This design comes from an exercise in tuning for small area and a short achievable clock period on the open sky130 flow, not from production work.
Where RTL was checked, it was by simulation tests only, not by an equivalence proof against the original.
No activity file was given, so power comes from the tool's default toggle rates.

== trial 36 ==
==> flow/design.v (excerpt) <==
module router_lpm_mc #(
   parameter int unsigned N_CH   = 4,
   parameter int unsigned DEPTH  = 16,
   parameter int unsigned PORT_W = 16,
   parameter int unsigned IP_W   = 32,
   localparam int unsigned CH_W  = (N_CH > 1) ? $clog2(N_CH) : 1,
   localparam int unsigned IDX_W = (DEPTH > 1) ? $clog2(DEPTH) : 1
) (
   input  logic                 clk,
   input  logic                 rst,
   input  logic [N_CH-1:0]      lkp_valid,
   output logic [N_CH-1:0]      lkp_ready,
   input  logic [N_CH*IP_W-1:0] lkp_dst_ip,
   output logic                 resp_valid,
   input  logic                 resp_ready,
   output logic [CH_W-1:0]      resp_ch,
   output logic                 resp_found,
   output logic                 resp_is_default,
   output logic [IDX_W-1:0]     resp_idx,
   output logic [PORT_W-1:0]    resp_out_port,
   output logic [IP_W-1:0]      resp_next_hop_ip,
   input  logic                 cfg_wr,
   input  logic [IDX_W-1:0]     cfg_idx,
   input  logic                 cfg_entry_valid,
   input  logic [IP_W-1:0]      cfg_prefix,
   input  logic [5:0]           cfg_prefix_len,
   input  logic [PORT_W-1:0]    cfg_out_port,
   input  logic [IP_W-1:0]      cfg_next_hop_ip,
   input  logic                 cfg_clear,
   output logic [31:0]          stat_lookups,
   output logic [31:0]          stat_misses
);
For scale: ~4000 cells after synthesis, ~350 I/O pins.
clock: 29.0 ns
lec_check: 0
abc_area: 1
cap_margin: 20
core_margin: 2
core_utilization: 55
place_density: 0.7
slew_margin: 20
buffer_ports_args: -buffer_cell sky130_fd_sc_hd__buf_1
post_global_place_tcl: /design/flow/flow/port_buffers.tcl
cts_args: -sink_clustering_enable -repair_clock_nets -buf_list {sky130_fd_sc_hd__clkbuf_16} -root_buf sky130_fd_sc_hd__clkbuf_16 -sink_clustering_size 24 -sink_clustering_max_diameter 70 -dont_use_dummy_load
standard.sh (not shown) runs the stock make flow with config.mk's settings and CLKGATE_MAP_FILE= SYNTH_SCRIPT=/design/flow/synth_recipe.tcl, a recipe that flattens the netlist after the stock synthesis.
==> flow/flow/run.sh <==
#!/bin/bash
# Layout flow: the standard flow (standard.sh), with two changes.
#  1. Synthesis runs ORFS's own synthesis script except for the final ABC mapping: the
#     combinational cone of the lkp_ready outputs is mapped first, on its own, with a
#     speed script (abc_fast.script); the rest is then mapped with an area script
#     (abc_area.script) and without the half-adder extraction step. The registers come out
#     of the same steps as in the standard synthesis.
#  2. extra.mk adds ORFS settings: the port buffer cell, the clock tree options and a hook
#     (port_buffers.tcl) that enlarges the buffers on the lkp_ready path's ports.
# Each step's full output goes to a log file here; ORFS's own logs are under orfs/logs.
set -euo pipefail
WORK=$(pwd)
FL=$WORK/flow

# synth_core.tcl: ORFS's synth.tcl with the abc call replaced as described above
python3 - "$FLOW_HOME/scripts/synth.tcl" "$WORK/synth_core.tcl" <<'PY'
import sys
s = open(sys.argv[1]).read()
old = "  log_cmd abc {*}$abc_args\n"
assert s.count(old) == 1
new = """  select -set my_cone o:lkp_ready %cie* {t:$_*_} %i
  select -count @my_cone
  log_cmd abc -script $::env(MY_FAST_SCRIPT) {*}$lib_args {*}$lib_dont_use_args \\
    -constr $::env(OBJECTS_DIR)/abc.constr @my_cone
  log_cmd abc -script $::env(MY_ABC_SCRIPT) {*}$lib_args {*}$lib_dont_use_args \\
    -constr $::env(OBJECTS_DIR)/abc.constr
"""
open(sys.argv[2], "w").write(s.replace(old, new))
PY

sed "s|\$(FLOW_DIR_OF_VERSION)|$FL|" "$FL/extra.mk" >> config.mk

sed "s#SYNTH_SCRIPT=[^ ]*#SYNTH_SCRIPT=$FL/my_synth.tcl MY_FLOW_DIR=$WORK MY_ABC_SCRIPT=$FL/abc_area.script MY_FAST_SCRIPT=$FL/abc_fast.script#" \
    standard.sh > my_standard.sh
grep -q "MY_ABC_SCRIPT" my_standard.sh

bash my_standard.sh synth ADDER_MAP_FILE= > synth.log 2>&1
bash my_standard.sh finish > layout.log 2>&1
test -f out/final.def
Other scripts of this flow, unchanged in this note and not shown: flow/flow/abc_area.script, flow/flow/abc_fast.script, flow/flow/extra.mk, flow/flow/my_synth.tcl, flow/flow/port_buffers.tcl
### trial 36 -> trial 91
--- a/flow/design.v
+++ b/flow/design.v
@@ -68,30 +68,30 @@
    always_comb begin
       logic [N_CH-1:0] ahead;
       for (int unsigned c = 0; c < N_CH; c++) begin
          for (int unsigned j = 0; j < N_CH; j++)
             ahead[j] = (CH_W'(CH_W'(j) - rr_q) < CH_W'(CH_W'(c) - rr_q));
          gnt[c] = lkp_valid[c] & ~|(ahead & lkp_valid);
       end
    end
    assign lkp_ready = stall ? '0 : gnt;
+   always_comb begin
+      rr_next = '0;
+      for (int unsigned c = 0; c < N_CH; c++)
+         if (gnt[c]) rr_next = rr_next | CH_W'(c + 1);
+   end
    logic [CH_W-1:0] gnt_ch;
    logic [IP_W-1:0] gnt_ip;
    always_comb begin
-      logic [N_CH-1:0] rot;
-      logic [CH_W-1:0] first;
-      for (int unsigned k = 0; k < N_CH; k++) rot[k] = lkp_valid[CH_W'(rr_q + CH_W'(k))];
-      first = '0;
-      for (int k = N_CH - 1; k >= 0; k--)
-         if (rot[k]) first = CH_W'(k);
-      gnt_ch = rr_q + first;
-   end
-   assign rr_next = gnt_ch + 1'b1;
+      gnt_ch = '0;
+      for (int unsigned c = 0; c < N_CH; c++)
+         if (gnt[c]) gnt_ch = gnt_ch | CH_W'(c);
+   end
    always_comb begin
       gnt_ip = '0;
       for (int unsigned c = 0; c < N_CH; c++)
          if (gnt_ch == CH_W'(c)) gnt_ip = lkp_dst_ip[c * IP_W +: IP_W];
    end
    logic            s1_valid_q;
    logic [CH_W-1:0] s1_ch;
    logic [IP_W-1:0] s1_ip_q;
    assign s1_ch = rr_q - 1'b1;
### Flow results
- Having completed the whole flow, trial 91 delivered a layout that passed the timing, DRC and antenna checks.
- met3 layer usage reported by global route for trial 91: 0.90 points down relative to trial 36
- For the growth of design area from synthesis to finish, trial 91 came in 0.18 points higher than trial 36 did.
- Looking at global routing met2 resource utilization, trial 91 sits 0.41 points above trial 36.
- Trial 91 ended with more non-clock buffer count than trial 36.
- Compared with trial 36, in trial 91 total design power moved down, share of the final layout cell area in multi-input gates picked up an extra 0.23 points, design area picked up an extra about 0.44%.
- Lower pre-CTS worst setup slack was reported by trial 91, not trial 36.
- Compared with trial 36, trial 91 shows a synthesized net count that is about 1.2% higher.
- Against trial 36, worst-case setup margin in the final layout in trial 91 came out worse.
- Of trial 91 and trial 36, the run reporting the higher synthesized cell count was trial 91.
- Summary of trial 91 over trial 36: post-detailed-route wirelength per cell has decreased; combinational group share of total power fell 11 points; final cell count moved up.
The RTL of trial 91 was laid out without a check of its function.

==> static timing again, ports no longer ideal <==
The results above use ideal ports. As a check the final layouts listed here were re-extracted and re-timed, cells and wires unchanged. Step 1: set_driving_cell puts a clkbuf_16 on clk and a buf_2 on each other input, an assumption about the parent block. Step 2 adds t to the input delays and takes it off the output delays; t is the mean of the earliest and latest rising clock arrival at the registers after step 1. Input paths then give back, and output paths get back, about the clock's delay inside the block. Three values: ideal, step 1, step 2; two values: the first two.
run | t, ns | setup slack, ns | worst data-port slew with drivers (ns)
trial 36 | 0.743 | 16.617 / 16.587 / 16.587 | 0.28
trial 91 | 0.742 | 16.563 / 16.528 / 16.528 | 0.12
After both steps every run listed still meets setup and hold. For trial 91, which loses most, drivers alone change the setup slack by -0.035 ns; drivers and shift together by -0.035 ns.
